This is an optimization exercise on Yosys and OpenROAD, whose aim is small area, not a production implementation. Where RTL was checked, it was by simulation tests only, not by an equivalence proof against the original. Function not checked in runs 5 and 6: the RTL went through the layout flow alone. Power figures rest on the tool's default switching activity, not on a simulated workload.

File: flow/config.mk
export PLATFORM = sky130hd
export DESIGN_NAME = bus_sniffer
export DESIGN_NICKNAME = bus_sniffer
export VERILOG_FILES = /design/flow/design.v
export SDC_FILE = /design/flow/constraint.sdc
export NUM_CORES = 4
export LEC_CHECK = 0
export CAP_MARGIN = 5
export CORE_MARGIN = 2
export CORE_UTILIZATION = 70
export GPL_TIMING_DRIVEN = 0
export PLACE_DENSITY = 0.8
export SLEW_MARGIN = 5
File: flow/constraint.sdc
create_clock -name core_clock -period 5.0 [get_ports {clk_i}]
set_input_delay 1.0000 -clock core_clock [delete_from_list [all_inputs] [get_ports {clk_i}]]
set_output_delay 1.0000 -clock core_clock [all_outputs]
set_load 0.01 [all_outputs]
File: flow/design.v
package sniffer_pkg;
  typedef logic [32-1:0] addr_t;
  typedef logic [32-1:0] data_t;
  typedef logic [4-1:0] be_t;
  typedef logic [32-1:0] ts_t;
  typedef logic [7:0] src_id_t;
  localparam int ReservedW = 128 - 8 - 32 - 32
                             - 32 - 4 - 3;
  typedef struct packed {
    src_id_t              source_id;     
    ts_t                  timestamp;     
    addr_t                address;       
    data_t                data;          
    be_t                  byte_enable;   
    logic                 we;            
    logic                 valid;         
    logic                 gnt;           
    logic [ReservedW-1:0] reserved;      
  } frame_t;
  typedef struct packed {
    logic                         req;      
    logic                         id1;      
    logic                         we_gnt;   
    be_t                          be;       
    addr_t                        addr;     
    data_t                        data;
    logic [12-1:0]  ts_lo;    
  } entry_t;
  localparam int EntryW = 3 + 4 + 32 + 32
                          + 12;
  typedef enum logic {
    IDLE,
    SHIFT
  } ser_state_e;
endpackage
module event_capture (
  input  logic                clk_i,
  input  logic                rst_ni,
  input  logic                instr_req_i,
  input  sniffer_pkg::addr_t  instr_addr_i,
  input  sniffer_pkg::data_t  instr_wdata_i,
  input  sniffer_pkg::be_t    instr_be_i,
  input  logic                instr_we_i,
  input  logic                instr_rvalid_i,
  input  sniffer_pkg::data_t  instr_rdata_i,
  input  logic                instr_gnt_i,
  input  logic                data_req_i,
  input  sniffer_pkg::addr_t  data_addr_i,
  input  sniffer_pkg::data_t  data_wdata_i,
  input  sniffer_pkg::be_t    data_be_i,
  input  logic                data_we_i,
  input  logic                data_rvalid_i,
  input  sniffer_pkg::data_t  data_rdata_i,
  input  logic                data_gnt_i,
  output logic                push_o,
  output sniffer_pkg::entry_t entry_o,
  output sniffer_pkg::ts_t    ts_o       
);
  sniffer_pkg::ts_t ts_q;
  logic win_ir, win_iv, win_dr, win_dv;
  always_ff @(posedge clk_i or negedge rst_ni) begin
    if (!rst_ni) begin
      ts_q <= '0;
    end else begin
      ts_q <= ts_q + sniffer_pkg::ts_t'(1);   
    end
  end
  assign ts_o = ts_q;
  always_comb begin
    push_o         = instr_req_i | instr_rvalid_i | data_req_i | data_rvalid_i;
    entry_o.req    = instr_req_i | (!instr_rvalid_i & data_req_i);
    entry_o.id1    = !instr_req_i & (instr_rvalid_i | data_req_i);
    win_ir = instr_req_i;
    win_iv = !instr_req_i && instr_rvalid_i;
    win_dr = !instr_req_i && !instr_rvalid_i && data_req_i;
    win_dv = !instr_req_i && !instr_rvalid_i && !data_req_i;   
    entry_o.be     = instr_req_i ? instr_be_i : data_be_i;
    entry_o.addr   = instr_req_i ? instr_addr_i : data_addr_i;
    entry_o.ts_lo  = ts_q[12-1:0];
    entry_o.we_gnt = (win_ir & instr_we_i) | (win_iv & instr_gnt_i) |
                     (win_dr & data_we_i) | (win_dv & data_gnt_i);
    entry_o.data   = ({32{win_ir}} & instr_wdata_i) |
                     ({32{win_iv}} & instr_rdata_i) |
                     ({32{win_dr}} & data_wdata_i) |
                     ({32{win_dv}} & data_rdata_i);
  end
endmodule
module frame_fifo #(
  parameter int Depth = 16
) (
  input  logic                clk_i,
  input  logic                rst_ni,
  input  logic                push_i,
  input  sniffer_pkg::entry_t entry_i,
  input  logic                pop_i,       
  input  logic                release_i,   
  input  logic                release_next_i,   
  output sniffer_pkg::entry_t head_o,      
  output logic                empty_o
);
  localparam int Slots = Depth + 1;
  localparam int W     = sniffer_pkg::EntryW;
  localparam int CntW  = $clog2(Depth) + 1;
  logic [CntW-1:0]  count_q;   
  logic             full;
  logic             push_ok;
  logic [Slots-1:0] valid_q;   
  logic [Slots-1:0] load;      
  logic [Slots-1:0] valid_in;  
  logic [Slots-1:0] valid_d;
  logic [Slots-1:0] stuck_d;   
  logic [Slots-1:0] keep_q;    
  logic [Slots-1:0][W-1:0] slot_q;
  logic [Slots-1:0][W-1:0] slot_in;
  assign full    = (count_q == CntW'(Depth));
  assign push_ok = push_i && !full;
  assign empty_o = (count_q == '0);
  always_ff @(posedge clk_i or negedge rst_ni) begin
    if (!rst_ni) begin
      count_q <= '0;
    end else begin
      case ({push_ok, pop_i})
        2'b10:   count_q <= count_q + 1'b1;
        2'b01:   count_q <= count_q - 1'b1;
        default: count_q <= count_q;   
      endcase
    end
  end
  always_comb begin
    load[Slots-1] = !valid_q[Slots-1] || release_i;
    for (int k = Slots - 2; k >= 0; k--) begin
      load[k] = !valid_q[k] || load[k+1];
    end
  end
  assign valid_in = {valid_q[Slots-2:0], push_ok};
  assign slot_in  = {slot_q[Slots-2:0], entry_i};
  always_comb begin
    for (int k = 0; k < Slots; k++) begin
      valid_d[k] = load[k] ? valid_in[k] : valid_q[k];
    end
    stuck_d[Slots-1] = valid_d[Slots-1] && !release_next_i;
    for (int k = Slots - 2; k >= 0; k--) begin
      stuck_d[k] = valid_d[k] && stuck_d[k+1];
    end
  end
  always_ff @(posedge clk_i or negedge rst_ni) begin
    if (!rst_ni) begin
      valid_q <= '0;
      keep_q  <= '0;
    end else begin
      valid_q <= valid_d;
      keep_q  <= stuck_d;
    end
  end
  for (genvar k = 0; k < Slots; k++) begin : g_slot
    always_ff @(posedge clk_i) begin
      slot_q[k] <= ({W{load[k]}} & slot_in[k]) | ({W{keep_q[k]}} & slot_q[k]);
    end
  end
  assign head_o = slot_q[Slots-1];
endmodule
module frame_serializer (
  input  logic                clk_i,
  input  logic                rst_ni,
  input  logic                empty_i,
  input  sniffer_pkg::entry_t entry_i,     
  input  sniffer_pkg::ts_t    ts_i,        
  output logic                pop_o,
  output logic                release_o,   
  output logic                release_next_o,   
  output logic                sniffer_tdo_o,
  output logic                sniffer_valid_o
);
  localparam int CntW  = $clog2(128);
  localparam int LoW   = 12;
  localparam int HiW   = 32 - LoW;
  localparam int HiPos = 88 + LoW;   
  logic            busy_q;      
  logic [CntW-1:0] bit_cnt_q;   
  logic            tdo_q;
  logic            valid_q;
  logic            wrapped;
  logic            lo_wrap;
  logic            hi_win;
  logic            borrow_q;    
  logic            ones_q;      
  logic [128-1:0] frame;
  logic            mask;
  logic            frame_bit;
  function automatic logic below(input logic [LoW-1:0] a, input logic [LoW-1:0] b);
    logic lt;
    lt = 1'b0;
    for (int i = 0; i < LoW; i++) begin
      lt = (a[i] ^ b[i]) ? b[i] : lt;
    end
    below = lt;
  endfunction
  assign pop_o     = !busy_q && !empty_i;   
  assign release_o = busy_q && (bit_cnt_q == CntW'(122));   
  assign release_next_o = busy_q && (bit_cnt_q == CntW'(121));
  assign wrapped = below(ts_i[LoW-1:0], entry_i.ts_lo);
  assign lo_wrap = &ts_i[LoW-1:0];   
  assign hi_win  = (bit_cnt_q >= CntW'(HiPos)) && (bit_cnt_q < CntW'(HiPos + HiW));
  always_ff @(posedge clk_i) begin
    if (!hi_win) begin
      borrow_q <= lo_wrap || wrapped;
      ones_q   <= 1'b1;
    end else begin
      borrow_q <= lo_wrap ? (ones_q && frame_bit) : (borrow_q && !frame_bit);
      ones_q   <= ones_q && frame_bit;
    end
  end
  assign frame = {5'b0, !(entry_i.req || entry_i.id1), entry_i.id1, entry_i.req,
                  ts_i[32-1:LoW], entry_i.ts_lo,
                  entry_i.addr,
                  entry_i.data,
                  entry_i.be,
                  entry_i.req && entry_i.we_gnt,
                  1'b1,
                  entry_i.req || entry_i.we_gnt,
                  17'b0};
  assign mask = !entry_i.req &&
                ((bit_cnt_q >= CntW'(20) && bit_cnt_q < CntW'(24)) ||
                 (bit_cnt_q >= CntW'(56) && bit_cnt_q < CntW'(88)));
  logic [31:0] sel1;
  logic [7:0]  sel2;
  logic [1:0]  sel3;
  always_comb begin
    for (int g = 0; g < 32; g++) sel1[g] = frame[4*g + bit_cnt_q[1:0]];
    for (int g = 0; g < 8; g++)  sel2[g] = sel1[4*g + bit_cnt_q[3:2]];
    for (int g = 0; g < 2; g++)  sel3[g] = sel2[4*g + bit_cnt_q[5:4]];
  end
  assign frame_bit = sel3[bit_cnt_q[6]];
  always_ff @(posedge clk_i or negedge rst_ni) begin
    if (!rst_ni) begin
      busy_q  <= 1'b0;
      tdo_q   <= 1'b0;
      valid_q <= 1'b0;
    end else begin
      if (pop_o) begin
        busy_q <= 1'b1;
      end else if (bit_cnt_q == CntW'(128 - 1)) begin
        busy_q <= 1'b0;
      end
      tdo_q   <= busy_q && ((frame_bit && !mask) ^ (hi_win && borrow_q));   
      valid_q <= busy_q;
    end
  end
  always_ff @(posedge clk_i) begin
    if (busy_q) begin
      bit_cnt_q <= bit_cnt_q + 1'b1;   
    end else begin
      bit_cnt_q <= '0;
    end
  end
  assign sniffer_tdo_o   = tdo_q;
  assign sniffer_valid_o = valid_q;
endmodule
module bus_sniffer (
  input  logic                clk_i,
  input  logic                rst_ni,
  input  logic                instr_req_i,
  input  sniffer_pkg::addr_t  instr_addr_i,
  input  sniffer_pkg::data_t  instr_wdata_i,
  input  sniffer_pkg::be_t    instr_be_i,
  input  logic                instr_we_i,
  input  logic                instr_rvalid_i,
  input  sniffer_pkg::data_t  instr_rdata_i,
  input  logic                instr_gnt_i,
  input  logic                data_req_i,
  input  sniffer_pkg::addr_t  data_addr_i,
  input  sniffer_pkg::data_t  data_wdata_i,
  input  sniffer_pkg::be_t    data_be_i,
  input  logic                data_we_i,
  input  logic                data_rvalid_i,
  input  sniffer_pkg::data_t  data_rdata_i,
  input  logic                data_gnt_i,
  output logic                sniffer_tdo_o,
  output logic                sniffer_valid_o
);
  logic   push;
  sniffer_pkg::entry_t cap_entry;
  sniffer_pkg::ts_t    ts;
  logic   pop;
  logic   release_head;
  logic   release_head_next;
  logic   empty;
  sniffer_pkg::entry_t head_entry;
  event_capture u_capture (
    .clk_i     (clk_i),
    .rst_ni    (rst_ni),
    .instr_req_i(instr_req_i),
    .instr_addr_i(instr_addr_i),
    .instr_wdata_i(instr_wdata_i),
    .instr_be_i(instr_be_i),
    .instr_we_i(instr_we_i),
    .instr_rvalid_i(instr_rvalid_i),
    .instr_rdata_i(instr_rdata_i),
    .instr_gnt_i(instr_gnt_i),
    .data_req_i(data_req_i),
    .data_addr_i(data_addr_i),
    .data_wdata_i(data_wdata_i),
    .data_be_i (data_be_i),
    .data_we_i (data_we_i),
    .data_rvalid_i(data_rvalid_i),
    .data_rdata_i(data_rdata_i),
    .data_gnt_i(data_gnt_i),
    .push_o    (push),
    .entry_o   (cap_entry),
    .ts_o      (ts)
  );
  frame_fifo #(
    .Depth (16)
  ) u_fifo (
    .clk_i   (clk_i),
    .rst_ni  (rst_ni),
    .push_i    (push),
    .entry_i   (cap_entry),
    .pop_i     (pop),
    .release_i (release_head),
    .release_next_i (release_head_next),
    .head_o    (head_entry),
    .empty_o   (empty)
  );
  frame_serializer u_serializer (
    .clk_i           (clk_i),
    .rst_ni          (rst_ni),
    .empty_i         (empty),
    .entry_i         (head_entry),
    .ts_i            (ts),
    .pop_o           (pop),
    .release_o       (release_head),
    .release_next_o  (release_head_next),
    .sniffer_tdo_o   (sniffer_tdo_o),
    .sniffer_valid_o (sniffer_valid_o)
  );
endmodule
File: flow/flow/run.sh
#!/bin/bash
# The standard layout (the standard.sh: standard synthesis, floorplan,
# power grid, placement, CTS, routing), with options the flow settings
# cannot reach:
#  - port buffers are the smallest buffer, buf_1, instead of the delay cell
#    buffer_ports picks by default (every port still gets its own buffer)
#  - CTS (same clustering and buffers as config.mk's CTS settings) without
#    dummy loads; the tree is still an H-tree balanced by CTS
# Each tool's output goes to the ORFS logs under orfs/logs/; make's own
# output is kept in flow_make.log here.
set -euo pipefail
cd "$(dirname "$0")/.."
export CTS_ARGS="-sink_clustering_enable -repair_clock_nets -dont_use_dummy_load -sink_clustering_size 20 -sink_clustering_max_diameter 60 -buf_list {sky130_fd_sc_hd__clkbuf_4 sky130_fd_sc_hd__clkbuf_8}"
export BUFFER_PORTS_ARGS="-buffer_cell sky130_fd_sc_hd__buf_1"
bash standard.sh finish > flow_make.log 2>&1
File: flow/standard.sh
#!/bin/bash
# synth_recipe.tcl (not shown) runs the flow's synth.tcl, then flattens the netlist and writes it again
# the make line also repeats each setting of config.mk as NAME=value (left out here)
make -C /OpenROAD-flow-scripts/flow DESIGN_CONFIG=/design/flow/config.mk WORK_HOME=/design/flow/orfs CLKGATE_MAP_FILE= SYNTH_SCRIPT=/design/flow/synth_recipe.tcl "${@:-finish}"
==> impl_metrics.csv, run 1 <==
group,metric,value,unit
clock_network,clockBufferDepth,3,
synthesis,synth_top_area_frac,0.5927,
route,drc,0,
floorplanning,start_util,0.7105,
synthesis,synth_common_cells,"dfxtp_1 (1420), a22o_1 (1333), clkbuf_1 (298)",
floorplanning,dieArea,70630,um2
layout,n_fill_cell,4597,
power_and_ir_drop,ir_worst_vdd,0.3344,mV
synthesis,synth.distinct_cells,67,
grt,grt_remaining_overflow,0,
timing,fmax,245.2,MHz
layout,final_cell_area,51090,um2
power_and_ir_drop,power_density,562.3,nW/um2
critical_path,cp_data_arrival_time,4660,ps
clock_network,hold_buffers,0,
synthesis,synth_edf_count,0,
clock_network,cts.clk_slew.worst_paths,120,ps
placed_design,io_buffers,208,
timing,relSlewSlack,0.2761,
synthesis,syn_area,47970,um2
route,num_vias,29370,
synthesis,ys_warn_count,3,
timing,final-hold-violation-count,0,
synthesis,ys_ff_latch,1494,
clock_network,cts-root-buf,"clkbuf_8",
synthesis,netlist_top_cells_area,"dfxtp_1 (59%), a22o_1 (24%), dfrtp_1 (3.9%)",
status,outcome,"timing/DRC/antenna clean",
route,drtIter0Drc,1642,
critical_path,cp_top_family,"buffers and inverters",
critical_path,crit_chain,"buf_2 > buf_6 > buf_2 > inv_1 > ha_1 > inv_1 > o311a_1 > buf_4 > nand3_2 > nor4_2 > nand3_1 > clkbuf_1 > clkbuf_1 > a22o_1",
route,dr.pass1.iters,5,
timing,setup_viol,0,
synthesis,async_reset_ff_frac,0.04953,
route,final_antenna_net_count,0,
grt,grt_pass1_vias,27310,
timing,final_max_slew_viol_count,0,
synthesis,synth_area_per_cell,12.33,um2
grt,grt_usage,0.2488,
critical_path,cp_num_buf_inv,8,
timing,tightest_slew,1076,ps
floorplanning,rows,95,
clock_network,cts_tree,"done",
synthesis,ys_seq_area_frac,0.6313,
layout,area_delta_synth_final,6.519,%
clock_network,clock_sinks,1494,
route,wl_per_cell,17.68,um
job,cap_viol_max_count,0,
timing,min_period_over_period,0.8158,
critical_path,required,5580,ps
timing,fin_skew,52.76,ps
layout,layout-drive-gt1-share,0.03701,
power_and_ir_drop,p_leak,20.47,nW
synthesis,synthCells,3891,
critical_path,cpMaxStageDelayCell,"nor4_2",
timing,grt_setup_unrepaired,"false",
clock_network,post_cts_buffers,0,
timing,fin_crit,4079,ps
synthesis,synth.most_common_cell,"dfxtp_1",
synthesis,ys.flop_type,"dfxtp_1",
clock_network,numCtsBuffers,87,
clock_network,htreeDepth,3,
synthesis,synth_nets,4111,
layout,fin_util,0.7568,
grt,antenna_found_initial,4,
clock_network,clock_latency,710,ps
grt,grt_pass1_wl,143700,um
critical_path,critical_path_class,"reg2reg",
critical_path,cpPeakStageDelay,610,ps
clock_network,cts.repair.resized,0,
synthesis,yosysTopAreaCell,"dfxtp_1",
floorplanning,core_area,67510,um2
layout,final_nets,4410,
floorplanning,ios,212,
critical_path,endpoint_kind,"flop",
critical_path,worst-path-max-fanout,10,
timing,setup_tns,0,ps
placed_design,place_congestion,0.8819,
placed_design,place_area,49880,um2
placed_design,dp_hpwl,67410,um
grt,grt_max_degree,36,
floorplanning,die_w,265.8,um
power_and_ir_drop,total_power,28.73,mW
hold_path,hold_path.class,"in2async",
floorplanning,die_y,265.8,um
route,wl,89550,um
critical_path,start_kind,"flop",
route,vias_per_cell,5.798,
-- worst register-to-register path, stage by stage, from the launching register on --
cell	delay, ps
dfxtp_1	380
buf_2	320
buf_6	260
buf_2	300
inv_1	100
ha_1	240
inv_1	100
o311a_1	200
buf_4	180
nand3_2	200
nor4_2	610
nand3_1	220
clkbuf_1	330
clkbuf_1	320
a22o_1	230
-- stage by stage --
| step | setup slack (ps) | cells | hold WS (ps) |
|---|---|---|---|
| floorplan | 1552 | 3891 | 423.1 |
| global placement | -159.9 | 4972 | 430.0 |
| detailed placement | 907.5 | 4974 | 446.6 |
| CTS | 908.4 | 5061 | 70.48 |
| global route | 647.4 | 5062 | 89.97 |
| finish | 921.2 | 5065 | 130.4 |
-- metal layers --
layer	up-vias	share of wire	track usage
li1	15340	-	-
met1	13330	0.47	0.3312
met2	552	0.46	0.4192
met3	140	0.040	0.03207
met4	0	0.031	0.09034
met5	-	0	0
-- power by group --
part	internal, mW	switching, mW
sequential	16.3	2.54
combinational	3.64	1.45
clock	1.58	3.26
-- flip-flops by register name (all words and copies together) (netlist names) --
register,flops
u_capture.ts_q,32
u_fifo.count_q,5
u_fifo.keep_q,17
u_fifo.slot_q,1411
u_fifo.valid_q,17
u_serializer.bit_cnt_q,7
u_serializer.borrow_q,1
u_serializer.busy_q,1
u_serializer.ones_q,1
u_serializer.tdo_q,1
u_serializer.valid_q,1
-- logic make-up (layout without fill, tap and decap cells) --
group / after synthesis / count (layout) / share of synthesized area
AO/OA/AOI/OAI: 1546 / 1546 / 0.2688
XOR/XNOR: 39 / 39 / 0.007121
adder cells (fa/ha/maj): 13 / 13 / 0.003391
buffers and inverters: 373 / 670 / 0.03052
flip-flops: 1494 / 1494 / 0.6313
multiplexers: 104 / 104 / 0.02830
other: 0 / 4 / 0
AND/OR/NAND/NOR: 322 / 322 / 0.03062
-- path summary, 6_finish.rpt --
kind,start,cells past startpoint,slack [ps],end
worst min-delay path,rst_ni,1,130,u_serializer.valid_q
worst min register to register,u_fifo.slot_q[5],1,430,u_fifo.slot_q[88]
min in group core_clock,u_fifo.slot_q[5],1,430,u_fifo.slot_q[88]
worst max-delay path,u_serializer.bit_cnt_q[0],14,920,u_fifo.slot_q[281]
worst max register to register,u_serializer.bit_cnt_q[0],14,920,u_fifo.slot_q[281]
max in group asynchronous,rst_ni,3,4100,u_capture.ts_q[15]
-- cell usage in the layout (no fill, tap or decap), types with 18 or more instances in the layout --
cell type	count
dfxtp_1	1420
a22o_1	1333
clkbuf_1	298
buf_1	230
nand2_1	120
nor2_1	99
clkbuf_8	87
a21oi_1	78
mux2i_1	76
dfrtp_1	74
o21ai_0	64
inv_1	26
nand3_1	26
xnor2_1	26
mux4_2	25
o21ai_1	20
nand2b_1	18
-- final cells by class --
class	count	area, um2	share of cell area
antenna	4	10.01	0.0001959
buffer	346	1363	0.02667
clock buffer	87	1197	0.02344
inverter	27	101.3	0.001984
multi-input combinational	2024	16230	0.3176
sequential	1494	30280	0.5926
tap	873	1092	0.02138
timing repair buffer	210	822.0	0.01609
==> run 2: changes to the inputs <==
--- a/flow/design.v
+++ b/flow/design.v
@@ -97,8 +97,9 @@
   input  logic                release_next_i,   
   output sniffer_pkg::entry_t head_o,      
+  output logic                head_inv_o,
   output logic                empty_o
 );
   localparam int Slots = Depth + 1;
-  localparam int W     = sniffer_pkg::EntryW;
+  localparam int W     = sniffer_pkg::EntryW + 1;   
   localparam int CntW  = $clog2(Depth) + 1;
   logic [CntW-1:0]  count_q;   
@@ -110,5 +111,5 @@
   logic [Slots-1:0] valid_d;
   logic [Slots-1:0] stuck_d;   
-  logic [Slots-1:0] keep_q;    
+  logic [Slots-1:0] load_q;    
   logic [Slots-1:0][W-1:0] slot_q;
   logic [Slots-1:0][W-1:0] slot_in;
@@ -134,5 +135,5 @@
   end
   assign valid_in = {valid_q[Slots-2:0], push_ok};
-  assign slot_in  = {slot_q[Slots-2:0], entry_i};
+  assign slot_in  = {slot_q[Slots-2:0], {1'b0, entry_i}};
   always_comb begin
     for (int k = 0; k < Slots; k++) begin
@@ -147,16 +148,16 @@
     if (!rst_ni) begin
       valid_q <= '0;
-      keep_q  <= '0;
+      load_q  <= '1;
     end else begin
       valid_q <= valid_d;
-      keep_q  <= stuck_d;
+      load_q  <= ~stuck_d;
     end
   end
   for (genvar k = 0; k < Slots; k++) begin : g_slot
     always_ff @(posedge clk_i) begin
-      slot_q[k] <= ({W{load[k]}} & slot_in[k]) | ({W{keep_q[k]}} & slot_q[k]);
+      slot_q[k] <= ~(({W{!load[k]}} | slot_in[k]) & ({W{load_q[k]}} | slot_q[k]));
     end
   end
-  assign head_o = slot_q[Slots-1];
+  assign {head_inv_o, head_o} = slot_q[Slots-1];
 endmodule
 module frame_serializer (
@@ -165,4 +166,5 @@
   input  logic                empty_i,
   input  sniffer_pkg::entry_t entry_i,     
+  input  logic                inv_i,       
   input  sniffer_pkg::ts_t    ts_i,        
   output logic                pop_o,
@@ -187,4 +189,9 @@
   logic [128-1:0] frame;
   logic            mask;
+  logic            stored;      
+  logic            req;         
+  logic            id1;
+  logic            we_gnt;
+  logic [LoW-1:0]  ts_lo;
   logic            frame_bit;
   function automatic logic below(input logic [LoW-1:0] a, input logic [LoW-1:0] b);
@@ -199,5 +206,9 @@
   assign release_o = busy_q && (bit_cnt_q == CntW'(122));   
   assign release_next_o = busy_q && (bit_cnt_q == CntW'(121));
-  assign wrapped = below(ts_i[LoW-1:0], entry_i.ts_lo);
+  assign req     = entry_i.req ^ inv_i;
+  assign id1     = entry_i.id1 ^ inv_i;
+  assign we_gnt  = entry_i.we_gnt ^ inv_i;
+  assign ts_lo   = entry_i.ts_lo ^ {LoW{inv_i}};
+  assign wrapped = below(ts_i[LoW-1:0], ts_lo);
   assign lo_wrap = &ts_i[LoW-1:0];   
   assign hi_win  = (bit_cnt_q >= CntW'(HiPos)) && (bit_cnt_q < CntW'(HiPos + HiW));
@@ -211,14 +222,15 @@
     end
   end
-  assign frame = {5'b0, !(entry_i.req || entry_i.id1), entry_i.id1, entry_i.req,
+  assign frame = {5'b0, !(req || id1), id1, req,
                   ts_i[32-1:LoW], entry_i.ts_lo,
                   entry_i.addr,
                   entry_i.data,
                   entry_i.be,
-                  entry_i.req && entry_i.we_gnt,
+                  req && we_gnt,
                   1'b1,
-                  entry_i.req || entry_i.we_gnt,
+                  req || we_gnt,
                   17'b0};
-  assign mask = !entry_i.req &&
+  assign stored = (bit_cnt_q >= CntW'(20)) && (bit_cnt_q < CntW'(HiPos));
+  assign mask = !req &&
                 ((bit_cnt_q >= CntW'(20) && bit_cnt_q < CntW'(24)) ||
                  (bit_cnt_q >= CntW'(56) && bit_cnt_q < CntW'(88)));
@@ -243,5 +255,5 @@
         busy_q <= 1'b0;
       end
-      tdo_q   <= busy_q && ((frame_bit && !mask) ^ (hi_win && borrow_q));   
+      tdo_q   <= busy_q && (((frame_bit ^ (stored && inv_i)) && !mask) ^ (hi_win && borrow_q));
       valid_q <= busy_q;
     end
@@ -287,4 +299,5 @@
   logic   empty;
   sniffer_pkg::entry_t head_entry;
+  logic   head_inv;
   event_capture u_capture (
     .clk_i     (clk_i),
@@ -321,4 +334,5 @@
     .release_next_i (release_head_next),
     .head_o    (head_entry),
+    .head_inv_o (head_inv),
     .empty_o   (empty)
   );
@@ -328,4 +342,5 @@
     .empty_i         (empty),
     .entry_i         (head_entry),
+    .inv_i           (head_inv),
     .ts_i            (ts),
     .pop_o           (pop),
==> flow/config.mk (replaced) <==
export PLATFORM = sky130hd
export DESIGN_NAME = bus_sniffer
export DESIGN_NICKNAME = bus_sniffer
export VERILOG_FILES = /design/flow/design.v
export SDC_FILE = /design/flow/constraint.sdc
export NUM_CORES = 4
export LEC_CHECK = 0
export CAP_MARGIN = 20
export CORE_MARGIN = 2
export CORE_UTILIZATION = 65
export CTS_BUF_LIST = sky130_fd_sc_hd__clkbuf_4 sky130_fd_sc_hd__clkbuf_8
export CTS_CLUSTER_DIAMETER = 60
export CTS_CLUSTER_SIZE = 20
export PLACE_DENSITY = 0.75
export SLEW_MARGIN = 20
==> impl_metrics.csv, run 2 <==
group,metric,value,unit
critical_path,endpoint_kind,"flop",
clock_network,numCtsBuffers,90,
clock_network,htreeDepth,3,
clock_network,post_cts_buffers,0,
synthesis,synthCells,3875,
synthesis,synth_edf_count,0,
critical_path,cp_common_cell,"and3_2",
critical_path,cp_data_arrival_time,3930,ps
layout,final_common_cell,"dfxtp_1",
route,wl_per_cell,18.17,um
grt,grt_remaining_overflow,0,
placed_design,dp_hpwl,58160,um
timing,tightest_slew,1211,ps
synthesis,synthMuxAreaShare,0.02885,
grt,grt_usage,0.2393,
critical_path,r2r_slack,1640,ps
layout,final_nets,4085,
clock_network,cts.repair.resized,0,
layout,n_fill_cell,5134,
critical_path,crit_chain,"buf_4 > and4b_1 > a311oi_4 > and4_2 > and3_2 > and3_2 > buf_12 > o22ai_1",
critical_path,required,5570,ps
status,outcome,"timing/DRC/antenna clean",
clock_network,cts-root-buf,"clkbuf_8",
placed_design,io_buffers,211,
synthesis,async_reset_ff_frac,0.04897,
synthesis,ys_seq_area_frac,0.6787,
grt,grt_pass1_vias,26910,
grt,grt_pass1_wl,143800,um
critical_path,cpMaxStageDelayCell,"and3_2",
hold_path,hold_path.class,"in2async",
floorplanning,core_area,68710,um2
clock_network,clock_latency,730,ps
layout,layout-drive-gt1-share,0.06573,
synthesis,synth_area_per_cell,11.65,um2
synthesis,synth_common_cells,"dfxtp_1 (1437), o22ai_1 (1430), clkbuf_1 (239)",
timing,final_max_slew_viol_count,0,
critical_path,critical_path_class,"reg2reg",
timing,setup_viol,0,
power_and_ir_drop,total_power,29.71,mW
synthesis,ys_warn_count,3,
placed_design,place_congestion,0.8527,
synthesis,synth_nets,4094,
synthesis,netlist_top_cells_area,"dfxtp_1 (64%), o22ai_1 (20%), dfrtp_1 (3.2%)",
route,drc,0,
layout,final_cell_mix,"dfxtp_1 (1436), o22ai_1 (1430), buf_1 (207)",
clock_network,clock_sinks,1511,
route,wl,87170,um
critical_path,reg2reg_from,"u_serializer.bit_cnt_q[2]",
route,dr.pass1.iters,5,
timing,relSlewSlack,0.1866,
clock_network,cts.clk_slew.worst_paths,110,ps
floorplanning,rows,96,
clock_network,cts_tree,"done",
grt,antenna_found_initial,1,
critical_path,cpPeakStageDelay,590,ps
synthesis,synth_xor_area_frac,0.01028,
synthesis,syn_area,45150,um2
layout,reg_top3,"u_fifo.slot_q: 1428 flops, u_capture.ts_q: 32 flops",
synthesis,ys_ff_latch,1511,
timing,final-hold-violation-count,0,
synthesis,synthAdderAreaFrac,0.002882,
timing,grt_setup_unrepaired,"false",
critical_path,worst-path-max-fanout,66,
floorplanning,start_util,0.6571,
route,final_antenna_net_count,0,
floorplanning,ios,212,
synthesis,synth.distinct_cells,62,
power_and_ir_drop,p_leak,17.76,nW
critical_path,cp_num_buf_inv,2,
timing,setup_tns,0,ps
synthesis,yosysTopAreaCell,"dfxtp_1",
power_and_ir_drop,ir_worst_vdd,0.2873,mV
route,drtIter0Drc,1943,
timing,fin_crit,3364,ps
synthesis,synth.most_common_cell,"dfxtp_1",
synthesis,ys.flop_type,"dfxtp_1",
clock_network,hold_buffers,0,
layout,largest_reg_flops,1428,
synthesis,synth_top_family_by_area,"compound AO/OA/AOI/OAI gates",
critical_path,cp_top_family,"simple AND/OR/NAND/NOR gates",
critical_path,start_kind,"flop",
timing,min_period_over_period,0.6728,
job,cap_viol_max_count,0,
route,num_vias,29760,
synthesis,synth_simple_gate_area_frac,0.02638,
synthesis,synth_top_area_frac,0.6372,
floorplanning,die_y,267.5,um
power_and_ir_drop,power_density,626.4,nW/um2
floorplanning,die_w,267.5,um
timing,fin_skew,56.54,ps
layout,area_delta_synth_final,5.063,%
critical_path,crit_start,"u_serializer.bit_cnt_q[2]",
synthesis,synth-compound-area-share,0.2178,
layout,regMostFlops,"u_fifo.slot_q",
timing,fmax,297.3,MHz
floorplanning,dieArea,71580,um2
timing,worst_hold_slack,339.2,ps
grt,grt_max_degree,105,
route,vias_per_cell,6.203,
clock_network,clockBufferDepth,3,
run 2: cell types whose count changed after synthesis, moves of 18 or more:
| cell | change |
|---|---|
| buf_4 | +20 |
| o22ai_1 | +1427 |
| mux2i_1 | -37 |
| mux2_2 | +36 |
| nand2_1 | -42 |
| nor2_1 | -39 |
| a21oi_1 | -36 |
| clkbuf_1 | -59 |
| buf_1 | +18 |
| buf_2 | +47 |
| a22o_1 | -1332 |
run 2: cells by family (layout without fill, tap and decap cells):
group,Yosys count,after routing
buffers and inverters,379,368
AOI/OAI and AO/OA,1573,1573
other,0,2
DFF,1511,1511
and+or+nand+nor,250,250
xor gates and xnor gates,53,53
muxes,99,99
adders and majority gates,10,10
run 2: per-stage QoR:
step           setup slack, ps    util  area (um2)  instances
2_1_floorplan             2010       -       45150       3875
3_3_place_gp              1506  0.6723       46190       4705
3_5_place_dp              1474  0.6723       46190       4705
4_1_cts                   1688  0.6903       47430       4795
5_1_grt                   1512  0.6903       47430       4796
6_report                  1636  0.6904       47430       4797
run 2: metal layers:
layer | GRT usage | routed length [um] | up-vias
met5 | 0 | 0 | -
met3 | 0.03053 | 3375 | 123
met2 | 0.3563 | 37290 | 547
met1 | 0.3728 | 44850 | 14190
met4 | 0.05360 | 1660 | 0
li1 | - | - | 14900
run 2: cell type report:
type,count,area (um2),area share
tap,931,1165,0.02456
multi-input combinational,1985,12970,0.2735
timing repair buffer,262,1348,0.02841
inverter,16,60.06,0.001266
antenna,2,5.005,0.0001055
clock buffer,90,1239,0.02612
sequential,1511,30640,0.6460
run 2: final timing paths:
kind / to / cells past startpoint
setup / recovery: u_fifo.slot_q[45] / 8
min in group core_clock: u_fifo.slot_q[227] / 1
hold / removal: u_serializer.busy_q / 1
max in group asynchronous: u_fifo.valid_q[0] / 2
hold reg to reg: u_fifo.slot_q[227] / 1
setup reg to reg: u_fifo.slot_q[45] / 8
run 2: where the power goes:
group          internal (mW)  switching [mW]  leakage [nW]  total (mW)
clock                   1.63            3.32         0.647        4.95
sequential              17.2            3.20          13.0        20.4
combinational           2.79            1.54          4.12        4.33
==> run 3: changes to the inputs <==
--- a/flow/design.v
+++ b/flow/design.v
@@ -97,9 +97,8 @@
   input  logic                release_next_i,   
   output sniffer_pkg::entry_t head_o,      
-  output logic                head_inv_o,
   output logic                empty_o
 );
   localparam int Slots = Depth + 1;
-  localparam int W     = sniffer_pkg::EntryW + 1;   
+  localparam int W     = sniffer_pkg::EntryW;
   localparam int CntW  = $clog2(Depth) + 1;
   logic [CntW-1:0]  count_q;   
@@ -135,5 +134,5 @@
   end
   assign valid_in = {valid_q[Slots-2:0], push_ok};
-  assign slot_in  = {slot_q[Slots-2:0], {1'b0, entry_i}};
+  assign slot_in  = {slot_q[Slots-2:0], entry_i};
   always_comb begin
     for (int k = 0; k < Slots; k++) begin
@@ -156,8 +155,10 @@
   for (genvar k = 0; k < Slots; k++) begin : g_slot
     always_ff @(posedge clk_i) begin
-      slot_q[k] <= ~(({W{!load[k]}} | slot_in[k]) & ({W{load_q[k]}} | slot_q[k]));
+      slot_q[k][W-1:1] <= ~(({(W-1){!load[k]}} | slot_in[k][W-1:1]) &
+                            ({(W-1){load_q[k]}} | slot_q[k][W-1:1]));
+      slot_q[k][0]     <= (!load[k] | slot_in[k][0]) & (load_q[k] | slot_q[k][0]);
     end
   end
-  assign {head_inv_o, head_o} = slot_q[Slots-1];
+  assign head_o = slot_q[Slots-1];
 endmodule
 module frame_serializer (
@@ -166,5 +167,4 @@
   input  logic                empty_i,
   input  sniffer_pkg::entry_t entry_i,     
-  input  logic                inv_i,       
   input  sniffer_pkg::ts_t    ts_i,        
   output logic                pop_o,
@@ -189,4 +189,5 @@
   logic [128-1:0] frame;
   logic            mask;
+  logic            inv_i;       
   logic            stored;      
   logic            req;         
@@ -206,8 +207,9 @@
   assign release_o = busy_q && (bit_cnt_q == CntW'(122));   
   assign release_next_o = busy_q && (bit_cnt_q == CntW'(121));
+  assign inv_i   = ts_i[0] ^ entry_i.ts_lo[0];
   assign req     = entry_i.req ^ inv_i;
   assign id1     = entry_i.id1 ^ inv_i;
   assign we_gnt  = entry_i.we_gnt ^ inv_i;
-  assign ts_lo   = entry_i.ts_lo ^ {LoW{inv_i}};
+  assign ts_lo   = {entry_i.ts_lo[LoW-1:1] ^ {(LoW-1){inv_i}}, entry_i.ts_lo[0]};
   assign wrapped = below(ts_i[LoW-1:0], ts_lo);
   assign lo_wrap = &ts_i[LoW-1:0];   
@@ -231,5 +233,6 @@
                   req || we_gnt,
                   17'b0};
-  assign stored = (bit_cnt_q >= CntW'(20)) && (bit_cnt_q < CntW'(HiPos));
+  assign stored = (bit_cnt_q >= CntW'(20)) && (bit_cnt_q < CntW'(88)) ||
+                  (bit_cnt_q > CntW'(88)) && (bit_cnt_q < CntW'(HiPos));
   assign mask = !req &&
                 ((bit_cnt_q >= CntW'(20) && bit_cnt_q < CntW'(24)) ||
@@ -299,5 +302,4 @@
   logic   empty;
   sniffer_pkg::entry_t head_entry;
-  logic   head_inv;
   event_capture u_capture (
     .clk_i     (clk_i),
@@ -334,5 +336,4 @@
     .release_next_i (release_head_next),
     .head_o    (head_entry),
-    .head_inv_o (head_inv),
     .empty_o   (empty)
   );
@@ -342,5 +343,4 @@
     .empty_i         (empty),
     .entry_i         (head_entry),
-    .inv_i           (head_inv),
     .ts_i            (ts),
     .pop_o           (pop),
--- a/flow/config.mk
+++ b/flow/config.mk
@@ -8,8 +8,8 @@
 export CAP_MARGIN = 20
 export CORE_MARGIN = 2
-export CORE_UTILIZATION = 65
+export CORE_UTILIZATION = 72
 export CTS_BUF_LIST = sky130_fd_sc_hd__clkbuf_4 sky130_fd_sc_hd__clkbuf_8
 export CTS_CLUSTER_DIAMETER = 60
 export CTS_CLUSTER_SIZE = 20
-export PLACE_DENSITY = 0.75
+export PLACE_DENSITY = 0.8
 export SLEW_MARGIN = 20
==> impl_metrics.csv, run 3 <==
group,metric,value,unit
status,outcome,"timing/DRC/antenna clean",
clock_network,numCtsBuffers,86,
floorplanning,core_area,61600,um2
synthesis,synthMuxAreaShare,0.02542,
grt,grt_remaining_overflow,0,
synthesis,ys.flop_type,"dfxtp_1",
power_and_ir_drop,power_density,597.7,nW/um2
placed_design,io_buffers,211,
synthesis,synthAdderAreaFrac,0.005029,
grt,grt_max_degree,85,
floorplanning,ios,212,
synthesis,syn_area,44780,um2
synthesis,synth.most_common_cell,"dfxtp_1",
clock_network,cts_tree,"done",
power_and_ir_drop,p_leak,17.38,nW
synthesis,ys_ff_latch,1494,
clock_network,post_cts_buffers,0,
clock_network,clock_sinks,1494,
timing,final_max_slew_viol_count,0,
layout,final_cell_mix,"dfxtp_1 (1419), o22ai_1 (1399), buf_1 (208)",
grt,grt_pass1_wl,144000,um
synthesis,synthCells,3830,
layout,n_fill_cell,4008,
timing,relSlewSlack,0.3167,
route,wl_per_cell,18.68,um
critical_path,reg2reg_depth,6,
critical_path,endpoint_kind,"flop",
synthesis,synth.distinct_cells,73,
layout,largest_reg_flops,1411,
floorplanning,start_util,0.7270,
floorplanning,die_w,253.4,um
timing,grt_setup_unrepaired,"false",
critical_path,cp_data_arrival_time,4500,ps
synthesis,synth_simple_gate_area_frac,0.02487,
critical_path,cpPeakStageDelay,780,ps
layout,final_nets,4039,
grt,antenna_found_initial,4,
critical_path,crit_chain,"and2b_2 > a311oi_4 > and4_2 > and4_2 > buf_4 > o22ai_1",
grt,grt_usage,0.2679,
floorplanning,dieArea,64210,um2
synthesis,synth_top_family_by_area,"compound AO/OA/AOI/OAI gates",
timing,fin_skew,74.70,ps
floorplanning,die_y,253.4,um
clock_network,cts.repair.resized,0,
layout,layout-drive-gt1-share,0.06342,
route,wl,86990,um
placed_design,dp.cells,4567,
power_and_ir_drop,ir_worst_vdd,0.3243,mV
clock_network,clock_latency,730,ps
synthesis,ys_warn_count,3,
clock_network,htreeDepth,3,
route,final_antenna_net_count,0,
synthesis,synth_nets,4051,
timing,tightest_slew,1025,ps
critical_path,worst-path-max-fanout,40,
route,wl_met2,39100,um
critical_path,required,5580,ps
synthesis,netlist_top_cells_area,"dfxtp_1 (63%), o22ai_1 (20%), dfrtp_1 (3.2%)",
layout,regMostFlops,"u_fifo.slot_q",
clock_network,cts.clk_slew.worst_paths,110,ps
power_and_ir_drop,total_power,27.92,mW
grt,grt_pass1_vias,27860,
synthesis,synth_area_per_cell,11.69,um2
timing,fin_crit,3921,ps
timing,final-hold-violation-count,0,
synthesis,ys_seq_area_frac,0.6766,
timing,min_period_over_period,0.7841,
synthesis,synth_top_area_frac,0.6348,
synthesis,synth_common_cells,"dfxtp_1 (1420), o22ai_1 (1399), clkbuf_1 (263)",
critical_path,cp_common_cell,"and4_2",
layout,final_common_cell,"dfxtp_1",
clock_network,clockBufferDepth,3,
synthesis,synth-compound-area-share,0.2218,
route,num_vias,29670,
critical_path,start_kind,"flop",
route,m1WireLength,41440,um
timing,fmax,255.1,MHz
route,dr.pass1.iters,5,
clock_network,cts-root-buf,"clkbuf_8",
critical_path,critical_path_class,"reg2reg",
synthesis,async_reset_ff_frac,0.04953,
placed_design,place_congestion,0.9189,
layout,reg_top3,"u_fifo.slot_q: 1411 flops, u_capture.ts_q: 32 flops",
route,drtIter0Drc,1917,
route,wl_met3,4142,um
route,dr.max_layer_used,"met4",
floorplanning,rows,91,
timing,setup_viol,0,
layout,fin_cells,4657,
synthesis,yosysTopAreaCell,"dfxtp_1",
hold_path,hold_path.class,"in2async",
timing,setup_tns,0,ps
clock_network,hold_buffers,0,
route,drc,0,
synthesis,synth_edf_count,0,
synthesis,synth_xor_area_frac,0.01017,
placed_design,dp_hpwl,61930,um
critical_path,cpMaxStageDelayCell,"and4_2",
layout,area_delta_synth_final,4.319,%
job,cap_viol_max_count,0,
route,vias_per_cell,6.371,
-- run 3: layout make-up --
cell class                 count  area, um2  area share
antenna                        4      10.01   0.0002143
clock buffer                  86       1184     0.02534
multi-input combinational   1953      12920      0.2765
tap                          837       1047     0.02242
inverter                      26      97.59    0.002089
sequential                  1494      30300      0.6486
timing repair buffer         257       1159     0.02480
-- run 3: report_power, final --
group / total (mW) / leakage (nW) / internal [mW] / switching [mW]
clock network: 4.79 / 0.618 / 1.56 / 3.23
registers: 19.7 / 12.9 / 16.7 / 3.00
logic: 3.41 / 3.91 / 2.33 / 1.08
-- run 3: kinds of logic after synthesis --
kind of cell             count (synthesis)
AO/OA/AOI/OAI                         1573
adder cells (fa/ha/maj)                 19
AND/OR/NAND/NOR                        220
multiplexers                            89
buffers and inverters                  383
flip-flops                            1494
XOR/XNOR                                52
-- run 3: worst paths after layout --
kind | startpoint | slack (ps) | to
max in group asynchronous | rst_ni | 3700 | u_capture.ts_q[9]
max | u_serializer.bit_cnt_q[2] | 1080 | u_fifo.slot_q[224]
min reg2reg | u_fifo.slot_q[1317] | 370 | u_fifo.slot_q[1400]
min in group core_clock | u_fifo.slot_q[1317] | 370 | u_fifo.slot_q[1400]
min | rst_ni | 300 | u_serializer.busy_q
max reg2reg | u_serializer.bit_cnt_q[2] | 1080 | u_fifo.slot_q[224]
-- run 3: layer usage --
layer	GRT usage	vias up
li1	-	14800
met1	0.3833	14050
met2	0.4245	691
met3	0.03701	127
met4	0.08622	0
met5	0	-
-- run 3: critical path: cells and delay by family (launching register included) --
family	cells	cell delay (ps)
AOI/OAI and AO/OA	2	860
DFF	1	750
and+or+nand+nor	3	1730
buffers and inverters	1	440
-- run 3: metrics by stage --
stage	utilization	setup WS [ps]	hold slack (ps)	cell area, um2
floorplan	-	1938	411.8	44780
global placement	0.7390	1290	417.5	45520
detailed placement	0.7390	1088	424.5	45520
CTS	0.7582	1111	243.6	46700
global route	0.7584	842.4	280.8	46720
finish	0.7584	1079	304.4	46720
==> run 4: changes to the inputs <==
--- a/flow/config.mk
+++ b/flow/config.mk
@@ -8,8 +8,8 @@
 export CAP_MARGIN = 20
 export CORE_MARGIN = 2
-export CORE_UTILIZATION = 72
+export CORE_UTILIZATION = 65
 export CTS_BUF_LIST = sky130_fd_sc_hd__clkbuf_4 sky130_fd_sc_hd__clkbuf_8
 export CTS_CLUSTER_DIAMETER = 60
 export CTS_CLUSTER_SIZE = 20
-export PLACE_DENSITY = 0.8
+export PLACE_DENSITY = 0.75
 export SLEW_MARGIN = 20
==> impl_metrics.csv, run 4 <==
group,metric,value,unit
status,outcome,"timing/DRC/antenna clean",
timing,final_max_slew_viol_count,0,
synthesis,netlist_top_cells_area,"dfxtp_1 (63%), o22ai_1 (20%), dfrtp_1 (3.2%)",
timing,tightest_slew,1217,ps
hold_path,hold_path.class,"in2async",
clock_network,hold_buffers,0,
layout,final_nets,4043,
route,vias_per_cell,6.306,
clock_network,post_cts_buffers,0,
floorplanning,die_y,266.5,um
layout,layout-drive-gt1-share,0.06414,
timing,fin_crit,3434,ps
placed_design,io_buffers,211,
layout,seqCellArea,30310,um2
layout,final_common_cell,"dfxtp_1",
power_and_ir_drop,total_power,27.91,mW
route,wl,88780,um
clock_network,clock_latency,730,ps
synthesis,ys_warn_count,3,
grt,grt_usage,0.2439,
clock_network,cts_tree,"done",
synthesis,synth_area_per_cell,11.69,um2
timing,grt_setup_unrepaired,"false",
floorplanning,rows,96,
layout,area_delta_synth_final,4.716,%
timing,setup_tns,0,ps
timing,fmax,291.2,MHz
placed_design,dp_hpwl,58500,um
synthesis,ys_seq_area_frac,0.6766,
grt,grt_pass1_vias,26990,
synthesis,synth_nets,4051,
synthesis,synth_top_area_frac,0.6348,
synthesis,synth.distinct_cells,73,
floorplanning,die_w,266.5,um
clock_network,clock_sinks,1494,
clock_network,numCtsBuffers,88,
synthesis,yosysTopAreaCell,"dfxtp_1",
layout,final_cell_mix,"dfxtp_1 (1419), o22ai_1 (1399), buf_1 (208)",
layout,n_fill_cell,5009,
timing,relSlewSlack,0.1826,
placed_design,place_congestion,0.8484,
critical_path,endpoint_kind,"flop",
synthesis,synth_common_cells,"dfxtp_1 (1420), o22ai_1 (1399), clkbuf_1 (263)",
critical_path,worst-path-max-fanout,68,
grt,antenna_found_initial,3,
clock_network,cts-root-buf,"clkbuf_8",
timing,setup_slack,1566,ps
floorplanning,core_area,68350,um2
route,drc,0,
route,wl_per_cell,18.88,um
timing,setup_viol,0,
synthesis,synth.most_common_cell,"dfxtp_1",
synthesis,synthCells,3830,
timing,min_period_over_period,0.6869,
power_and_ir_drop,ir_worst_vdd,0.3234,mV
synthesis,ys_ff_latch,1494,
critical_path,required,5520,ps
critical_path,cp_data_arrival_time,3950,ps
grt,grt_remaining_overflow,0,
placed_design,place_area,45680,um2
layout,final_cell_area,46900,um2
clock_network,cts.repair.resized,0,
floorplanning,dieArea,71010,um2
grt,grt_pass1_wl,145100,um
grt,grt_max_degree,85,
route,final_antenna_net_count,0,
layout,largest_reg_flops,1411,
power_and_ir_drop,p_leak,17.45,nW
layout,regMostFlops,"u_fifo.slot_q",
floorplanning,start_util,0.6552,
synthesis,ys.flop_type,"dfxtp_1",
floorplanning,ios,212,
route,drtIter0Drc,2036,
route,num_vias,29660,
synthesis,syn_area,44780,um2
critical_path,start_kind,"flop",
layout,multi_input_area,12910,um2
placed_design,pre_cts_ws,1404,ps
layout,reg_top3,"u_fifo.slot_q: 1411 flops, u_capture.ts_q: 32 flops",
job,cap_viol_max_count,0,
timing,final-hold-violation-count,0,
clock_network,cts.clk_slew.worst_paths,120,ps
timing,fin_skew,70.79,ps
critical_path,critical_path_class,"reg2reg",
route,dr.pass1.iters,5,
clock_network,clockBufferDepth,3,
synthesis,synth_edf_count,0,
power_and_ir_drop,power_density,595.1,nW/um2
synthesis,async_reset_ff_frac,0.04953,
clock_network,htreeDepth,3,
[run 4: changes by cell type in the layout (fill, tap and decap cells not counted)]
cell / delta
buf_4: -5
diode_2: -3
dfstp_4: +1
a211oi_2: -1
dfstp_2: -1
clkbuf_8: +2
buf_12: +7
a211oi_1: +1
[run 4: cell families (layout without fill, tap and decap cells)]
family	Yosys count	after routing	share of synthesized area
buffers and inverters	383	373	0.03613
AND/OR/NAND/NOR	220	220	0.02487
flip-flops	1494	1494	0.6766
multiplexers	89	89	0.02542
XOR/XNOR	52	52	0.01017
AO/OA/AOI/OAI	1573	1573	0.2218
other	0	1	0
adder cells (fa/ha/maj)	19	19	0.005029
[run 4: where the power goes]
group	leakage [nW]	switching [mW]	total [mW]	internal [mW]
registers	12.9	2.95	19.7	16.7
clock network	0.633	3.29	4.88	1.59
logic	3.96	1.04	3.36	2.33
[run 4: final cells by class]
| cell class | count | share of cell area |
|---|---|---|
| Multi-Input combinational cell | 1953 | 0.2754 |
| Clock buffer | 88 | 0.02583 |
| Tap cell | 882 | 0.02353 |
| Antenna cell | 1 | 0.00005336 |
| Inverter | 26 | 0.002081 |
| Sequential cell | 1494 | 0.6462 |
| Timing Repair Buffer | 259 | 0.02689 |
[run 4: per-stage QoR]
step | hold slack (ps) | cells | utilization
3_3_place_gp | 416.5 | 4614 | 0.6684
3_5_place_dp | 424.4 | 4614 | 0.6684
5_1_grt | 355.6 | 4703 | 0.6861
4_1_cts | 295.8 | 4702 | 0.6861
6_report | 344.8 | 4703 | 0.6861
2_1_floorplan | 411.8 | 3830 | -
[run 4: worst paths after layout]
check / from / end / slack [ps] / cells past startpoint
max: u_serializer.bit_cnt_q[2] / u_fifo.slot_q[248] / 1570 / 7
min: rst_ni / u_fifo.valid_q[15] / 340 / 1
max reg2reg: u_serializer.bit_cnt_q[2] / u_fifo.slot_q[248] / 1570 / 7
min reg2reg: u_fifo.slot_q[73] / u_fifo.slot_q[156] / 390 / 1
max in group asynchronous: rst_ni / u_fifo.load_q[8] / 3720 / 2
min in group core_clock: u_fifo.slot_q[73] / u_fifo.slot_q[156] / 390 / 1
[run 4: worst max-delay path, cell delays in order, from the launching register on]
cell and delay (ps):
dfxtp_1 790, and2b_2 360, a311oi_4 420, buf_4 280, and4_2 340, and4_2 580, buf_12 320, o22ai_1 130
[run 4: per-layer routing]
metal	wire length [um]	vias up	global-route usage	share of wire
met1	45580	14240	0.3772	0.51
met5	0	-	0	0
met4	1860	0	0.06833	0.021
met2	37930	521	0.3592	0.43
met3	3408	98	0.03211	0.038
li1	-	14800	-	-
==> run 5: changes to the inputs <==
--- a/flow/design.v
+++ b/flow/design.v
@@ -53,4 +53,5 @@
   input  sniffer_pkg::data_t  data_rdata_i,
   input  logic                data_gnt_i,
+  input  logic                load_i,    
   output logic                push_o,
   output sniffer_pkg::entry_t entry_o,
@@ -58,5 +59,5 @@
 );
   sniffer_pkg::ts_t ts_q;
-  logic win_ir, win_iv, win_dr, win_dv;
+  logic win_ir, win_iv, win_dr, win_dv, win_da;
   always_ff @(posedge clk_i or negedge rst_ni) begin
     if (!rst_ni) begin
@@ -69,13 +70,16 @@
   always_comb begin
     push_o         = instr_req_i | instr_rvalid_i | data_req_i | data_rvalid_i;
-    entry_o.req    = instr_req_i | (!instr_rvalid_i & data_req_i);
-    entry_o.id1    = !instr_req_i & (instr_rvalid_i | data_req_i);
-    win_ir = instr_req_i;
-    win_iv = !instr_req_i && instr_rvalid_i;
-    win_dr = !instr_req_i && !instr_rvalid_i && data_req_i;
-    win_dv = !instr_req_i && !instr_rvalid_i && !data_req_i;   
-    entry_o.be     = instr_req_i ? instr_be_i : data_be_i;
-    entry_o.addr   = instr_req_i ? instr_addr_i : data_addr_i;
-    entry_o.ts_lo  = ts_q[12-1:0];
+    win_ir = load_i && instr_req_i;
+    win_iv = load_i && !instr_req_i && instr_rvalid_i;
+    win_dr = load_i && !instr_req_i && !instr_rvalid_i && data_req_i;
+    win_dv = load_i && !instr_req_i && !instr_rvalid_i && !data_req_i;   
+    win_da = load_i && !instr_req_i;
+    entry_o.req    = load_i && (instr_req_i || (!instr_rvalid_i && data_req_i));
+    entry_o.id1    = load_i && !instr_req_i && (instr_rvalid_i || data_req_i);
+    entry_o.be     = ({4{win_ir}} & instr_be_i) |
+                     ({4{win_da}} & data_be_i);
+    entry_o.addr   = ({32{win_ir}} & instr_addr_i) |
+                     ({32{win_da}} & data_addr_i);
+    entry_o.ts_lo  = {12{load_i}} & ts_q[12-1:0];
     entry_o.we_gnt = (win_ir & instr_we_i) | (win_iv & instr_gnt_i) |
                      (win_dr & data_we_i) | (win_dv & data_gnt_i);
@@ -96,4 +100,5 @@
   input  logic                release_i,   
   input  logic                release_next_i,   
+  output logic                load0_o,     
   output sniffer_pkg::entry_t head_o,      
   output logic                empty_o
@@ -135,4 +140,5 @@
   assign valid_in = {valid_q[Slots-2:0], push_ok};
   assign slot_in  = {slot_q[Slots-2:0], entry_i};
+  assign load0_o  = load[0];
   always_comb begin
     for (int k = 0; k < Slots; k++) begin
@@ -155,7 +161,12 @@
   for (genvar k = 0; k < Slots; k++) begin : g_slot
     always_ff @(posedge clk_i) begin
-      slot_q[k][W-1:1] <= ~(({(W-1){!load[k]}} | slot_in[k][W-1:1]) &
-                            ({(W-1){load_q[k]}} | slot_q[k][W-1:1]));
-      slot_q[k][0]     <= (!load[k] | slot_in[k][0]) & (load_q[k] | slot_q[k][0]);
+      if (k == 0) begin
+        slot_q[k][W-1:1] <= ~(slot_in[k][W-1:1] | ({(W-1){!load_q[k]}} & slot_q[k][W-1:1]));
+        slot_q[k][0]     <= slot_in[k][0] | (!load_q[k] & slot_q[k][0]);
+      end else begin
+        slot_q[k][W-1:1] <= ~(({(W-1){!load[k]}} | slot_in[k][W-1:1]) &
+                              ({(W-1){load_q[k]}} | slot_q[k][W-1:1]));
+        slot_q[k][0]     <= (!load[k] | slot_in[k][0]) & (load_q[k] | slot_q[k][0]);
+      end
     end
   end
@@ -299,4 +310,5 @@
   logic   pop;
   logic   release_head;
+  logic   load0;
   logic   release_head_next;
   logic   empty;
@@ -321,4 +333,5 @@
     .data_rdata_i(data_rdata_i),
     .data_gnt_i(data_gnt_i),
+    .load_i    (load0),
     .push_o    (push),
     .entry_o   (cap_entry),
@@ -335,4 +348,5 @@
     .release_i (release_head),
     .release_next_i (release_head_next),
+    .load0_o   (load0),
     .head_o    (head_entry),
     .empty_o   (empty)
==> impl_metrics.csv, run 5 <==
group,metric,value,unit
synthesis,synthCells,3809,
critical_path,reg2reg_from,"u_serializer.bit_cnt_q[2]",
timing,fin_crit,3782,ps
clock_network,htreeDepth,3,
critical_path,critical_path_class,"reg2reg",
timing,relSlewSlack,0.2172,
synthesis,synth.distinct_cells,72,
clock_network,cts_tree,"done",
clock_network,cts-root-buf,"clkbuf_8",
synthesis,yosysTopAreaCell,"dfxtp_1",
critical_path,start_kind,"flop",
timing,min_period_over_period,0.7564,
synthesis,synth_simple_gate_area_frac,0.03759,
critical_path,worst-path-max-fanout,41,
layout,multi_input_area,12830,um2
floorplanning,core_area,67510,um2
timing,setup_tns,0,ps
synthesis,synthAdderAreaFrac,0.004383,
route,dr.pass1.iters,9,
synthesis,synth_area_per_cell,11.69,um2
placed_design,place_area,45440,um2
critical_path,cpMaxStageDelayCell,"dfxtp_1",
synthesis,synth_common_cells,"dfxtp_1 (1420), o22ai_1 (1317), clkbuf_1 (299)",
placed_design,place_congestion,1.090,
synthesis,synthMuxAreaShare,0.02233,
synthesis,synth_top_area_frac,0.6383,
critical_path,reg2reg_depth,9,
synthesis,synth.most_common_cell,"dfxtp_1",
status,outcome,"timing/DRC/antenna clean",
layout,n_fill_cell,4977,
power_and_ir_drop,p_leak,17.41,nW
grt,grt_remaining_overflow,0,
clock_network,clock_sinks,1494,
placed_design,io_buffers,211,
clock_network,clock_latency,730,ps
synthesis,ys.flop_type,"dfxtp_1",
critical_path,cp_top_family,"simple AND/OR/NAND/NOR gates",
clock_network,post_cts_buffers,0,
layout,layout-drive-gt1-share,0.05671,
route,drc,0,
timing,final-hold-violation-count,0,
layout,fin_util,0.6913,
timing,final_max_slew_viol_count,0,
floorplanning,rows,95,
timing,fmax,264.4,MHz
route,final_antenna_net_count,0,
synthesis,ys_ff_latch,1494,
floorplanning,ios,212,
synthesis,syn_area,44540,um2
layout,final_common_cell,"dfxtp_1",
floorplanning,dieArea,70630,um2
power_and_ir_drop,total_power,28.07,mW
placed_design,dp_hpwl,62270,um
power_and_ir_drop,power_density,601.4,nW/um2
floorplanning,start_util,0.6597,
synthesis,synth-compound-area-share,0.2124,
grt,grt_pass1_vias,27950,
layout,largest_reg_flops,1411,
layout,area_delta_synth_final,4.790,%
grt,antenna_found_initial,1,
synthesis,synth_top_family_by_area,"compound AO/OA/AOI/OAI gates",
floorplanning,die_y,265.8,um
synthesis,ys_warn_count,3,
clock_network,numCtsBuffers,88,
critical_path,worstReg2RegEnd,"u_fifo.slot_q[12]",
route,vias_per_cell,6.376,
clock_network,cts.clk_slew.worst_paths,110,ps
critical_path,cp_num_buf_inv,1,
clock_network,hold_buffers,0,
grt,grt_max_degree,87,
timing,tightest_slew,1165,ps
synthesis,synth_edf_count,0,
critical_path,r2r_slack,1220,ps
timing,fin_skew,99.29,ps
clock_network,cts.repair.resized,0,
synthesis,async_reset_ff_frac,0.04953,
critical_path,crit_chain,"nand2b_4 > o31ai_4 > nor4_4 > and4_4 > and2_4 > nor4b_4 > buf_4 > a222oi_1 > and3_1",
synthesis,synth_xor_area_frac,0.01003,
job,cap_viol_max_count,0,
timing,setup_viol,0,
layout,seqCellArea,30300,um2
critical_path,endpoint_kind,"flop",
synthesis,ys_seq_area_frac,0.6803,
timing,grt_setup_unrepaired,"false",
layout,final_nets,4032,
floorplanning,die_w,265.8,um
synthesis,netlist_top_cells_area,"dfxtp_1 (64%), o22ai_1 (18%), dfrtp_1 (3.2%)",
synthesis,synth_nets,4030,
layout,final_cell_area,46670,um2
route,wl,89170,um
route,num_vias,29860,
power_and_ir_drop,ir_worst_vdd,0.3178,mV
route,wl_per_cell,19.04,um
grt,grt_usage,0.2483,
grt,grt_pass1_wl,147500,um
clock_network,clockBufferDepth,3,
route,drtIter0Drc,1878,
hold_path,hold_path.class,"in2async",
critical_path,cp_data_arrival_time,4350,ps
layout,reg_top3,"u_fifo.slot_q: 1411 flops, u_capture.ts_q: 32 flops",
layout,regMostFlops,"u_fifo.slot_q",
critical_path,required,5570,ps
critical_path,cpPeakStageDelay,730,ps
layout,final_cell_mix,"dfxtp_1 (1419), o22ai_1 (1317), buf_1 (209)",
run 5: worst max path at each step:
stage,startpoint,endpoint,slack (ps),cells past startpoint
3_5_place_dp,u_serializer.bit_cnt_q[3],u_fifo.slot_q[41],1230,8
4_1_cts,u_serializer.bit_cnt_q[3],u_fifo.slot_q[12],1150,8
6_report,u_serializer.bit_cnt_q[2],u_fifo.slot_q[12],1220,9
5_1_grt,u_capture.ts_q[0],u_serializer.borrow_q,1020,10
2_1_floorplan,instr_req_i,u_fifo.count_q[4],1680,14
3_3_place_gp,u_serializer.bit_cnt_q[3],u_fifo.slot_q[14],1470,8
run 5: kinds of logic after synthesis:
kind of cell | Yosys count
flip-flops | 1494
AO/OA/AOI/OAI | 1483
buffers and inverters | 368
AND/OR/NAND/NOR | 324
multiplexers | 73
XOR/XNOR | 51
adder cells (fa/ha/maj) | 16
run 5: through the flow:
step                      setup slack (ps)  hold WS [ps]  instances
after global placement                1469         417.2       4593
after global routing                  1021         305.0       4683
after floorplan                       1683         408.4       3809
final                                 1218         303.3       4683
after CTS                             1147         385.1       4681
after detailed placement              1232         422.6       4593
run 5: area by class of cell:
| cell class | count | area share |
|---|---|---|
| multi-input cells | 1947 | 0.2749 |
| repair buffers | 256 | 0.02448 |
| flip-flops and latches | 1494 | 0.6493 |
| diodes | 1 | 0.00005362 |
| clock buffers | 88 | 0.02595 |
| inverters | 24 | 0.001930 |
| well taps | 873 | 0.02340 |
run 5: metal layers:
| metal | wire length, um | global-route usage | share of wire |
|---|---|---|---|
| met5 | 0 | 0 | 0 |
| met3 | 3307 | 0.02994 | 0.037 |
| met2 | 39720 | 0.3868 | 0.45 |
| met1 | 43230 | 0.3607 | 0.48 |
| met4 | 2915 | 0.08837 | 0.033 |
run 5: power breakdown:
group	switching [mW]	internal [mW]	leakage, nW
Clock	3.26	1.59	0.633
Combinational	1.08	2.41	3.93
Sequential	3.01	16.7	12.8
Total	7.34	20.7	17.4
==> run 6: changes to the inputs <==
--- a/flow/config.mk
+++ b/flow/config.mk
@@ -8,8 +8,8 @@
 export CAP_MARGIN = 20
 export CORE_MARGIN = 2
-export CORE_UTILIZATION = 65
+export CORE_UTILIZATION = 72
 export CTS_BUF_LIST = sky130_fd_sc_hd__clkbuf_4 sky130_fd_sc_hd__clkbuf_8
 export CTS_CLUSTER_DIAMETER = 60
 export CTS_CLUSTER_SIZE = 20
-export PLACE_DENSITY = 0.75
+export PLACE_DENSITY = 0.8
 export SLEW_MARGIN = 20
==> impl_metrics.csv, run 6 <==
group,metric,value,unit
status,outcome,"timing/DRC/antenna clean",
route,vias_per_cell,6.532,
clock_network,cts_tree,"done",
synthesis,synth_area_per_cell,11.69,um2
clock_network,cts.clk_slew.worst_paths,120,ps
placed_design,dp_hpwl,62130,um
route,num_vias,30010,
clock_network,clock_latency,710,ps
critical_path,worst-path-max-fanout,89,
power_and_ir_drop,p_leak,17.39,nW
synthesis,synth_nets,4030,
hold_path,hold_path.class,"in2async",
synthesis,synth_xor_area_frac,0.01003,
grt,grt_pass1_vias,28220,
clock_network,cts.repair.resized,0,
route,wl_per_cell,19.56,um
synthesis,synthAdderAreaFrac,0.004383,
power_and_ir_drop,ir_worst_vdd,0.3765,mV
clock_network,clock_sinks,1494,
synthesis,synth_edf_count,0,
job,cap_viol_max_count,0,
synthesis,ys_seq_area_frac,0.6803,
critical_path,crit_start,"u_serializer.bit_cnt_q[2]",
timing,setup_tns,0,ps
timing,tightest_slew,990.9,ps
route,drtIter0Drc,1934,
grt,grt_max_degree,90,
timing,final_max_slew_viol_count,0,
clock_network,post_cts_buffers,0,
synthesis,synth_top_family_by_area,"compound AO/OA/AOI/OAI gates",
synthesis,synth-compound-area-share,0.2124,
grt,grt_usage,0.2767,
critical_path,cp_data_arrival_time,4450,ps
timing,fin_skew,51.17,ps
route,drc,0,
layout,largest_reg_flops,1411,
layout,final_common_cell,"dfxtp_1",
layout,layout-drive-gt1-share,0.05522,
placed_design,pre_cts_ws,1161,ps
timing,setup_slack,1113,ps
layout,area_delta_synth_final,4.447,%
synthesis,syn_area,44540,um2
grt,antenna_found_initial,1,
layout,fin_cells,4594,
synthesis,netlist_top_cells_area,"dfxtp_1 (64%), o22ai_1 (18%), dfrtp_1 (3.2%)",
timing,relSlewSlack,0.3394,
critical_path,start_kind,"flop",
synthesis,yosysTopAreaCell,"dfxtp_1",
critical_path,endpoint_kind,"flop",
critical_path,r2r_slack,1110,ps
floorplanning,core_area,61480,um2
critical_path,required,5560,ps
synthesis,async_reset_ff_frac,0.04953,
synthesis,synthMuxAreaShare,0.02233,
grt,grt_remaining_overflow,0,
floorplanning,start_util,0.7244,
placed_design,place_congestion,1.041,
synthesis,ys_ff_latch,1494,
synthesis,synth_common_cells,"dfxtp_1 (1420), o22ai_1 (1317), clkbuf_1 (299)",
placed_design,dp.cells,4507,
synthesis,synth_simple_gate_area_frac,0.03759,
synthesis,synth.most_common_cell,"dfxtp_1",
timing,fin_crit,3887,ps
grt,grt_pass1_wl,147100,um
critical_path,reg2reg_from,"u_serializer.bit_cnt_q[2]",
floorplanning,die_w,252.7,um
timing,final-hold-violation-count,0,
clock_network,clockBufferDepth,3,
layout,regMostFlops,"u_fifo.slot_q",
clock_network,cts-root-buf,"clkbuf_8",
synthesis,synth_top_area_frac,0.6383,
clock_network,numCtsBuffers,85,
floorplanning,ios,212,
placed_design,io_buffers,211,
route,wl,89850,um
route,final_antenna_net_count,0,
layout,final_nets,4026,
synthesis,synth.distinct_cells,72,
synthesis,ys.flop_type,"dfxtp_1",
layout,n_fill_cell,3961,
floorplanning,die_y,252.7,um
synthesis,synthCells,3809,
clock_network,hold_buffers,0,
timing,setup_viol,0,
layout,reg_top3,"u_fifo.slot_q: 1411 flops, u_capture.ts_q: 32 flops",
route,dr.pass1.iters,7,
floorplanning,dieArea,63860,um2
clock_network,htreeDepth,3,
synthesis,ys_warn_count,3,
timing,min_period_over_period,0.7774,
power_and_ir_drop,power_density,604.0,nW/um2
layout,final_cell_mix,"dfxtp_1 (1419), o22ai_1 (1317), buf_1 (209)",
timing,grt_setup_unrepaired,"false",
floorplanning,rows,91,
critical_path,critical_path_class,"reg2reg",
timing,fmax,257.3,MHz
-- run 6: cells by family after synthesis --
family	Yosys count
flops	1494
buf+inv	368
xor+xnor	51
simple gates	324
fa+ha+maj	16
mux	73
compound gates	1483
-- run 6: layout make-up --
| cell class | instances | area (um2) | area share |
|---|---|---|---|
| sequential | 1494 | 30300 | 0.6514 |
| multi-input combinational | 1947 | 12830 | 0.2759 |
| clock buffer | 85 | 1170 | 0.02515 |
| timing repair buffer | 253 | 1132 | 0.02434 |
| tap | 790 | 988.4 | 0.02125 |
| inverter | 24 | 90.09 | 0.001937 |
| antenna | 1 | 2.502 | 0.00005380 |
-- run 6: stage by stage --
stage	hold WS (ps)	area [um2]	util	total power [mW]
finish	233.9	46520	0.7566	28.10
global route	239.6	46520	0.7566	29.51
global placement	416.7	45330	0.7372	22.97
CTS	206.2	46500	0.7563	28.12
floorplan	408.4	44540	-	21.79
detailed placement	423.1	45330	0.7372	23.53
-- run 6: final timing paths --
path                                      end  cells past startpoint
hold / removal             u_capture.ts_q[16]                      1
setup reg to reg           u_fifo.slot_q[382]                      7
max in group asynchronous   u_fifo.count_q[0]                      2
min in group core_clock    u_fifo.slot_q[102]                      1
setup / recovery           u_fifo.slot_q[382]                      7
hold reg to reg            u_fifo.slot_q[102]                      1
-- run 6: where the power goes --
group | internal, mW | total (mW) | switching (mW) | leakage (nW)
combinational | 2.41 | 3.50 | 1.09 | 3.93
clock | 1.54 | 4.79 | 3.25 | 0.611
sequential | 16.7 | 19.8 | 3.07 | 12.8
-- run 6: layer usage --
metal / global-route usage / wire, um / vias to the layer above
li1: - / - / 14650
met4: 0.08521 / 2240 / 0
met1: 0.3961 / 42090 / 14360
met3: 0.04161 / 4872 / 143
met2: 0.4381 / 40650 / 856
met5: 0 / 0 / -
-- run 6: worst max-delay path, cell delays in order (launching register included) --
cell and delay [ps]:
dfxtp_1 730, nand2b_4 290, o31ai_4 160, nor4_4 420, buf_4 720, and3_2 630, buf_4 550, o22ai_1 180

Re-timed with assumed drivers on the ports (clkbuf_16 on the clock, buf_2 on other inputs), run 6 has 1.113 ns of setup slack against 1.113 ns with ideal ports, and 1.113 ns once port delays also move by the mid clock arrival of 0.748 ns.
